This is an optimization exercise on Yosys and OpenROAD, whose aim is small area, a short achievable clock period and few clock cycles, not a production implementation.
Only simulation tests tie the RTL to the original design; equivalence was not proved.
No activity file was given, so power comes from the tool's default toggle rates.

## flow/design.v (module list and top-level ports; edited modules follow where they fit)
// module mlp_layer_sequencer: 2740 lines
// module mlp_fa: 10 lines
// module mlp_fx: 12 lines
// module mlp_fy: 14 lines
// module mlp_x2: 3 lines
// module mlp_mj: 3 lines
// module mlp_nd: 3 lines
// module mlp_nr: 3 lines
// module mlp_mi: 3 lines
// module mlp_ha: 9 lines
module mlp_layer_sequencer #(
    parameter int N_IN  = 784,
    parameter int N_OUT = 10,
    parameter int DW    = 32,
    parameter int FRAC  = 24,
    parameter int ACCW  = 74,
    parameter int RELU  = 1,
    localparam int c_iw = (N_IN > 1) ? $clog2(N_IN) : 1,
    localparam int c_ww = (N_IN * N_OUT > 1) ? $clog2(N_IN * N_OUT) : 1,
    localparam int c_ow = (N_OUT > 1) ? $clog2(N_OUT) : 1
) (
    input  logic            clk,
    input  logic            rst_n,
    input  logic            start,
    output logic            busy,
    output logic            done,
    output logic            sat,
    output logic            rd_en,
    output logic [c_iw-1:0] in_addr,
    output logic [c_ww-1:0] w_addr,
    output logic [c_ow-1:0] b_addr,
    input  logic [DW-1:0]   in_data,
    input  logic [DW-1:0]   w_data,
    input  logic [DW-1:0]   b_data,
    output logic            out_we,
    output logic [c_ow-1:0] out_addr,
    output logic [DW-1:0]   out_data
);
  // ...
==> flow/flow/run.sh <==
#!/bin/bash
# Layout flow: the standard ORFS flow, except that ports are buffered with
# plain buffers and the resizer may not use the delay cells.
set -euo pipefail
DLY="sky130_fd_sc_hd__clkdlybuf4s15_1 sky130_fd_sc_hd__clkdlybuf4s15_2 \
sky130_fd_sc_hd__clkdlybuf4s18_1 sky130_fd_sc_hd__clkdlybuf4s18_2 \
sky130_fd_sc_hd__clkdlybuf4s25_1 sky130_fd_sc_hd__clkdlybuf4s25_2 \
sky130_fd_sc_hd__clkdlybuf4s50_1 sky130_fd_sc_hd__clkdlybuf4s50_2 \
sky130_fd_sc_hd__dlygate4sd1_1 sky130_fd_sc_hd__dlygate4sd2_1 sky130_fd_sc_hd__dlygate4sd3_1 \
sky130_fd_sc_hd__dlymetal6s2s_1 sky130_fd_sc_hd__dlymetal6s4s_1 sky130_fd_sc_hd__dlymetal6s6s_1"
export DONT_USE_CELLS="$DLY"
export BUFFER_PORTS_ARGS="-buffer_cell sky130_fd_sc_hd__buf_2"
# Timing repair aims 7.3 ns below the clock period (the period itself is unchanged).
bash standard.sh finish SETUP_SLACK_MARGIN=7.3 > flow_make.log 2>&1
==> flow/standard.sh <==
#!/bin/bash
# synth_recipe.tcl (not shown) runs the flow's synth.tcl, then flattens the netlist and writes it again
# the make line also repeats each setting of config.mk as NAME=value (left out here)
make -C /OpenROAD-flow-scripts/flow DESIGN_CONFIG=/design/flow/config.mk WORK_HOME=/design/flow/orfs CLKGATE_MAP_FILE= SYNTH_SCRIPT=/design/flow/synth_recipe.tcl "${@:-finish}"
==> flow/config.mk <==
export PLATFORM = sky130hd
export DESIGN_NAME = mlp_layer_sequencer
export DESIGN_NICKNAME = mlp_layer_sequencer
export VERILOG_FILES = /design/flow/design.v
export SDC_FILE = /design/flow/constraint.sdc
export NUM_CORES = 4
export LEC_CHECK = 0
export CAP_MARGIN = 20
export CORE_MARGIN = 2
export CORE_UTILIZATION = 60
export SLEW_MARGIN = 20
export SYNTH_HIERARCHICAL = 1
==> flow/constraint.sdc <==
create_clock -name core_clock -period 11.0 [get_ports {clk}]
set_input_delay 2.2000 -clock core_clock [delete_from_list [all_inputs] [get_ports {clk}]]
set_output_delay 2.2000 -clock core_clock [all_outputs]
set_load 0.01 [all_outputs]
==> flow_summary.json, run 1 <==
{
  "grt_util_met3_pct": 11.0,
  "grt_pass1_wl_um": 204000,
  "clkPwrFrac_pct": 11.8,
  "top_layer": "met4",
  "worstReg2RegEnd": "ph1_r[48]$_DFF_P_",
  "largest_cell_class": "multi-input gates",
  "seq_cell_count": 492,
  "ctsHtreeMaxLevel": 2,
  "finalInstanceArea_um2": 44900,
  "p_comb_mw": 10.9,
  "power_mw": 16.1,
  "fmax_ghz": 0.271,
  "path_cells": "a22oi_1 > xnor2_1 > fa_1 > fa_1 > fa_1 > xor2_1 > xor2_1",
  "rsz0062_at_grt": "true",
  "powerClk_mw": 1.90,
  "crit_fanout": 33,
  "synthArstFlopShare_pct": 0,
  "antenna_found_initial": 3,
  "synth_mux_area_share_pct": 0.962,
  "grtUsageMet1_pct": 49.8,
  "grt_max_degree": 75,
  "syn_nets": 4690,
  "synth_warnings": 8,
  "fillCellCount": 5175,
  "grt_pass1_vias": 33901,
  "cts_resized": 88,
  "buffer_area_share_pct": 3.39,
  "status": "finished clean",
  "cp_num_buf_inv": 0,
  "ant_nets": 0,
  "die_h_um": 264,
  "synth_compound_area_share_pct": 15.5,
  "dieArea_um2": 69700,
  "start_util_pct": 60.5,
  "num_rows": 95,
  "crit_end": "ph1_r[48]$_DFF_P_",
  "final_common_cell": "xnor2_1",
  "drt-met1-wl_um": 53500,
  "drtIter0Drc": 3592,
  "yosys.area_share.simple_pct": 8.20,
  "p_int_mw": 8.43,
  "path_delay_family": "adder cells",
  "synthDistinctLibCells": 80
}
Testbench counts, summed over its fixed seeds: cycles 188,296.
==> inputs of run 2 (changes only) <==
--- a/flow/design.v
+++ b/flow/design.v
@@ -25,23 +25,23 @@
     input  logic [DW-1:0]   b_data,
     output logic            out_we,
     output logic [c_ow-1:0] out_addr,
     output logic [DW-1:0]   out_data
 );
     logic        rst_q;
     logic        accept;
     logic        first1, first2, first3;      
-    logic        last1, last2, last3, last4;  
+    logic        last1, last2, last3, last4, last5;  
     logic        in_last;
     logic        wr;
     logic [30:0] r_out;
     assign in_last = (in_addr == c_iw'(N_IN - 1));
     assign accept  = rst_n & start & ~busy;
-    assign wr      = last4 & rst_q;
+    assign wr      = last5 & rst_q;
     always_ff @(posedge clk) begin
         rst_q <= rst_n;
     end
     always_ff @(posedge clk) begin
         if (!rst_n) begin
             busy   <= 1'b0;
             done   <= 1'b0;
             out_we <= 1'b0;
@@ -49,17 +49,17 @@
         end else begin
             out_we <= wr;
             done   <= wr & (out_addr == c_ow'(N_OUT - 1));
             if (done) busy <= 1'b0;
             if (accept) begin
                 busy <= 1'b1;
                 sat  <= 1'b0;
             end else if (wr) begin
-                sat  <= sat | w_clamp;
+                sat  <= sat | r_clp;
             end
         end
     end
     always_ff @(posedge clk) begin
         if (!rst_q) begin
             rd_en    <= 1'b0;
             in_addr  <= '0;
             w_addr   <= '0;
@@ -67,24 +67,26 @@
             out_addr <= '0;
             first1   <= 1'b0;
             first2   <= 1'b0;
             first3   <= 1'b0;
             last1    <= 1'b0;
             last2    <= 1'b0;
             last3    <= 1'b0;
             last4    <= 1'b0;
+            last5    <= 1'b0;
         end else begin
             first1 <= rd_en & (in_addr == '0);
             first2 <= first1;
             first3 <= first2;
             last1  <= rd_en & in_last;
             last2  <= last1;
             last3  <= last2;
             last4  <= last3;
+            last5  <= last4;
             if (out_we) out_addr <= out_addr + c_ow'(1);
             if (rd_en) begin
                 in_addr <= in_last ? '0 : in_addr + c_iw'(1);
                 w_addr  <= w_addr + c_ww'(1);
                 if (in_last) begin
                     b_addr <= b_addr + c_ow'(1);
                     if (b_addr == c_ow'(N_OUT - 1)) rd_en <= 1'b0;
                 end
@@ -2721,24 +2723,28 @@
         ph1_r[62] <= th223c;
         ph0_r[63] <= ~pp_15[33];
     end
     always_ff @(posedge clk) begin
         r_s <= s_nx;
         r_c <= c_nx;
     end
     logic [73:0] w_sum;
-    logic        w_clamp;
-    logic        w_ovf;
-    assign w_sum   = r_s + r_c;
-    assign w_ovf   = |w_sum[72:55];
-    assign w_clamp = w_sum[73] ? ~(&w_sum[72:55]) : w_ovf;
+    logic [30:0] r_sum;
+    logic        r_neg, r_ovf, r_clp;
+    assign w_sum = r_s + r_c;
     always_ff @(posedge clk) begin
-        if (last4)
-            r_out <= w_sum[73] ? 31'd0 : (w_ovf ? {31{1'b1}} : w_sum[54:24]);
+        r_sum <= w_sum[54:24];
+        r_neg <= w_sum[73];
+        r_ovf <= ~w_sum[73] & (|w_sum[72:55]);
+        r_clp <= w_sum[73] ? ~(&w_sum[72:55]) : (|w_sum[72:55]);
+    end
+    always_ff @(posedge clk) begin
+        if (last5)
+            r_out <= r_neg ? 31'd0 : (r_ovf ? {31{1'b1}} : r_sum);
         else
             r_out <= b_data[30:0];
     end
     assign out_data = {1'b0, r_out};
 endmodule
 module mlp_fa (
     input  logic a,
     input  logic b,
==> flow/flow/run.sh (replaced) <==
#!/bin/bash
# Layout flow: the standard ORFS flow, except that ports are buffered with
# plain buffers and the resizer may not use the delay cells.
set -euo pipefail
DLY="sky130_fd_sc_hd__clkdlybuf4s15_1 sky130_fd_sc_hd__clkdlybuf4s15_2 \
sky130_fd_sc_hd__clkdlybuf4s18_1 sky130_fd_sc_hd__clkdlybuf4s18_2 \
sky130_fd_sc_hd__clkdlybuf4s25_1 sky130_fd_sc_hd__clkdlybuf4s25_2 \
sky130_fd_sc_hd__clkdlybuf4s50_1 sky130_fd_sc_hd__clkdlybuf4s50_2 \
sky130_fd_sc_hd__dlygate4sd1_1 sky130_fd_sc_hd__dlygate4sd2_1 sky130_fd_sc_hd__dlygate4sd3_1 \
sky130_fd_sc_hd__dlymetal6s2s_1 sky130_fd_sc_hd__dlymetal6s4s_1 sky130_fd_sc_hd__dlymetal6s6s_1"
export DONT_USE_CELLS="$DLY"
export BUFFER_PORTS_ARGS="-buffer_cell sky130_fd_sc_hd__buf_2"
# Timing repair aims 7.5 ns below the clock period (the period itself is unchanged).
bash standard.sh finish SETUP_SLACK_MARGIN=7.5 > flow_make.log 2>&1
==> flow/config.mk (replaced) <==
export PLATFORM = sky130hd
export DESIGN_NAME = mlp_layer_sequencer
export DESIGN_NICKNAME = mlp_layer_sequencer
export VERILOG_FILES = /design/flow/design.v
export SDC_FILE = /design/flow/constraint.sdc
export NUM_CORES = 4
export LEC_CHECK = 0
export CAP_MARGIN = 20
export CORE_MARGIN = 2
export CORE_UTILIZATION = 60
export CTS_BUF_LIST = sky130_fd_sc_hd__clkbuf_8
export SLEW_MARGIN = 20
export SYNTH_HIERARCHICAL = 1
==> run 2 against run 1 <==
Largest power group unchanged; sequential power grew 5%; via count shrank 4.7%; combinational power shrank 7%; still clean on timing, DRC and antenna.
==> flow_summary.json, run 2 <==
{
  "fin_setup_tns_ps": 0,
  "die_h_um": 264,
  "hold_ws_ps": 437,
  "overflow": 0,
  "cts_inserted_buffers": 92,
  "drive_above_1_share_pct": 18.9,
  "vias": 30786,
  "dieArea_um2": 69900,
  "ff2ff_setup_slack_ps": 7340,
  "synth_top_area_cell": "dfxtp_1",
  "worstSetupEndpointType": "flop",
  "place_congestion": 0.925,
  "worstMarginPinSlew_ps": 1010,
  "worstSetupPathType": "flop to flop",
  "final_common_cell": "xnor2_1",
  "synthFlopType": "dfxtp_1",
  "place.detailed.hpwl_um": 83900,
  "cts.sinks": 527,
  "cts_buffer_depth": 3,
  "firstDrtPassIters": 6,
  "port-buffer-count": 165,
  "cts_hold_buffers": 0,
  "start_util_pct": 60.6,
  "clk_pin_slew_ps": 60,
  "yosys_register_bits": 527,
  "cts_root_buffer": "clkbuf_8",
  "multi_input_area_um2": 29300,
  "area_delta_synth_final_pct": 10.1,
  "hold_viol_final": 0,
  "worstPathRequired_ps": 11600,
  "synth_common_cells": "556 x xnor2_1, 527 x dfxtp_1, 511 x fa_1",
  "cellLeakagePower_nw": 17.4,
  "num_rows": 95,
  "powerDensity_nw_per_um2": 348,
  "layout_min_cycle_time_ps": 3660,
  "reg.largest.list": "r_c: 74 flops, r_s: 74 flops",
  "rsz0062_at_grt": "true",
  "syn_nets": 4605,
  "regArea_um2": 10800,
  "syn_avg_cell_area_um2": 10.7,
  "netlist.area_leader.share_pct": 25.9,
  "synthCells": 3797,
  "coreArea_um2": 67200,
  "netlist_area_um2": 40700,
  "synth_edf_count": 0,
  "hold_class": "flop to flop",
  "ant_nets": 0,
  "grt_usage_pct": 35.9,
  "mostFrequentLayoutCells": "556 x xnor2_1, 511 x fa_1, 498 x a22oi_1",
  "worstPathArrival_ps": 4260,
  "worstSetupStartpointType": "flop",
  "synth_warnings": 8,
  "antenna_found_initial": 3,
  "viasPerCell": 6.48,
  "peakVddDrop_mv": 0.161,
  "final_nets": 4609,
  "clock_latency_ps": 720,
  "fin_skew_ps": 37.1,
  "grt_pass1_wl_um": 193000,
  "status": "finished clean",
  "crit_fanout": 8,
  "cts_tree": "done",
  "finalMaxSlewViolations": 0,
  "synth.most_common_cell": "xnor2_1",
  "fillCellCount": 5344,
  "boundaryPins": 167,
  "route.detailed.wl_per_inst_um": 26.4,
  "synth.area.top_cells": "dfxtp_1 26%, fa_1 25%, xnor2_1 12%, a22oi_1 9.2%, ha_1 6.1%",
  "drc": 0,
  "wirelength_um": 126000,
  "final-setup-viol-count": 0,
  "grt_pass1_vias": 33160,
  "ctsHtreeMaxLevel": 3,
  "grt_max_degree": 58,
  "synthDistinctLibCells": 72,
  "synthArstFlopShare_pct": 0,
  "die-width_um": 264,
  "synth_sequential_area_ratio_pct": 25.9,
  "drv_cap": 0,
  "fmax_ghz": 0.273,
  "drtIter0Drc": 3191,
  "slew_headroom_pct": 32.6,
  "fin_crit_sh_pct": 33.3
}
-- run 2: changes by cell type after synthesis, sizes merged, moves of 7 or more --
cell | previous run | this run
mux2 | 32 | 63
o21ai | 113 | 88
nand4 | 62 | 45
nor4 | 19 | 10
buf | 57 | 50
nand2 | 137 | 116
dfxtp | 492 | 527
or2 | 34 | 24
o2bb2ai | 31 | 0
o21a | 18 | 11
-- run 2: worst max-delay path, cell delays in order (launching register included) --
cell and delay, ps:
dfxtp_1 310, ha_1 410, a21o_1 210, a21o_1 200, a221oi_2 210, buf_4 180
nand2_1 60, or4_4 430, a21o_1 180, a22oi_1 220, o211ai_1 140, or4b_4 580
nor4b_4 310, mux2i_1 110
-- run 2: power by group --
group          switching (mW)  internal [mW]  total [mW]
combinational            5.70           4.45        10.1
sequential              0.576           2.88        3.46
clock                   0.874           1.10        1.98
total                    7.15           8.43        15.6
-- run 2: metal layers --
metal / GRT usage, % / wire length, um / part of all wire [%] / vias to the layer above
li1: - / - / - / 13097
met1: 48.2 / 51500 / 41 / 15262
met2: 55.4 / 55900 / 44 / 2003
met3: 9.20 / 13400 / 11 / 424
met4: 15.1 / 4870 / 3.9 / 0
met5: 0.0693 / 0 / 0 / -
-- run 2: layout make-up --
class | count | area share [%]
sequential | 527 | 24.1
timing repair buffer | 238 | 3.14
tap | 873 | 2.44
antenna | 2 | 0.0112
clock inverter | 66 | 1.32
inverter | 43 | 0.360
multi-input combinational | 2899 | 65.4
clock buffer | 105 | 3.23
-- run 2: Yosys stat by module (local to each module, per instance), a selection --
module               copies in the design  cells inside  cell area, um2
mlp_x2                                 96             1            8.76
mlp_mj                                 48             1            11.3
mlp_layer_sequencer                     1          3038           27800
mlp_ha                                104             1            12.5
mlp_fa                                511             1            20.0
-- run 2: cells by family after synthesis --
logic type | synth area share [%]
compound gates | 13.7
xor+xnor | 14.9
fa+ha+maj | 32.6
buf+inv | 3.46
flops | 25.9
mux | 1.87
other cells | 0.00922
simple gates | 7.51
-- run 2: metrics by stage --
step	setup slack [ps]	cell area (um2)	instances	utilization (%)	total power [mW]
detailed placement	7010	41800	4561	62.3	13.0
global placement	7020	41800	4561	62.2	12.7
CTS	7410	44500	4748	66.2	15.3
floorplan	7630	40700	3797	-	10.1
finish	7340	44800	4753	66.7	15.6
global route	7280	44800	4752	66.7	16.8
-- run 2: path summary, 6_finish.rpt --
path	endpoint	cells past startpoint	startpoint
max	r_clp$_DFF_P_	13	r_s[61]$_DFF_P_
min reg2reg	first3$_SDFF_PN0_	1	first2$_SDFF_PN0_
min	first3$_SDFF_PN0_	1	first2$_SDFF_PN0_
max reg2reg	r_clp$_DFF_P_	13	r_s[61]$_DFF_P_
-- run 2: timing repair --
item	4_1_cts	5_1_grt
gates resized for setup	142	80
endpoints found under the hold margin	0	0
pin swaps	27	13
endpoints found under the setup margin	64	28
setup buffers	16	3
Testbench counts of run 2, summed over its fixed seeds: cycles 188,320.

separate check: timing with driven ports:
No port has a modelled driver above. Below, the same layouts with a new extraction and two added sets of constraints.
Step 1 sets driving cells, clkbuf_16 on the clock port and buf_2 on the other inputs (assumed; they add their load-dependent delay and slew).
Step 2 moves the port delays by t, midway between the first and last clock arrival at a register: inputs arrive t later, outputs are due t later. That takes back most of the time a late clock gives input paths.
Slacks: ideal ports / drivers / drivers and shift; pairs: ideal ports / drivers.
run	t (ns)	slack for setup (ns)	latest minus earliest clock arrival (ns)
run 1	0.692	7.306 / 7.306 / 7.306	0.035 / 0.035
run 2	0.763	7.337 / 7.337 / 7.337	0.043 / 0.042
After both steps every run listed still meets setup and hold.
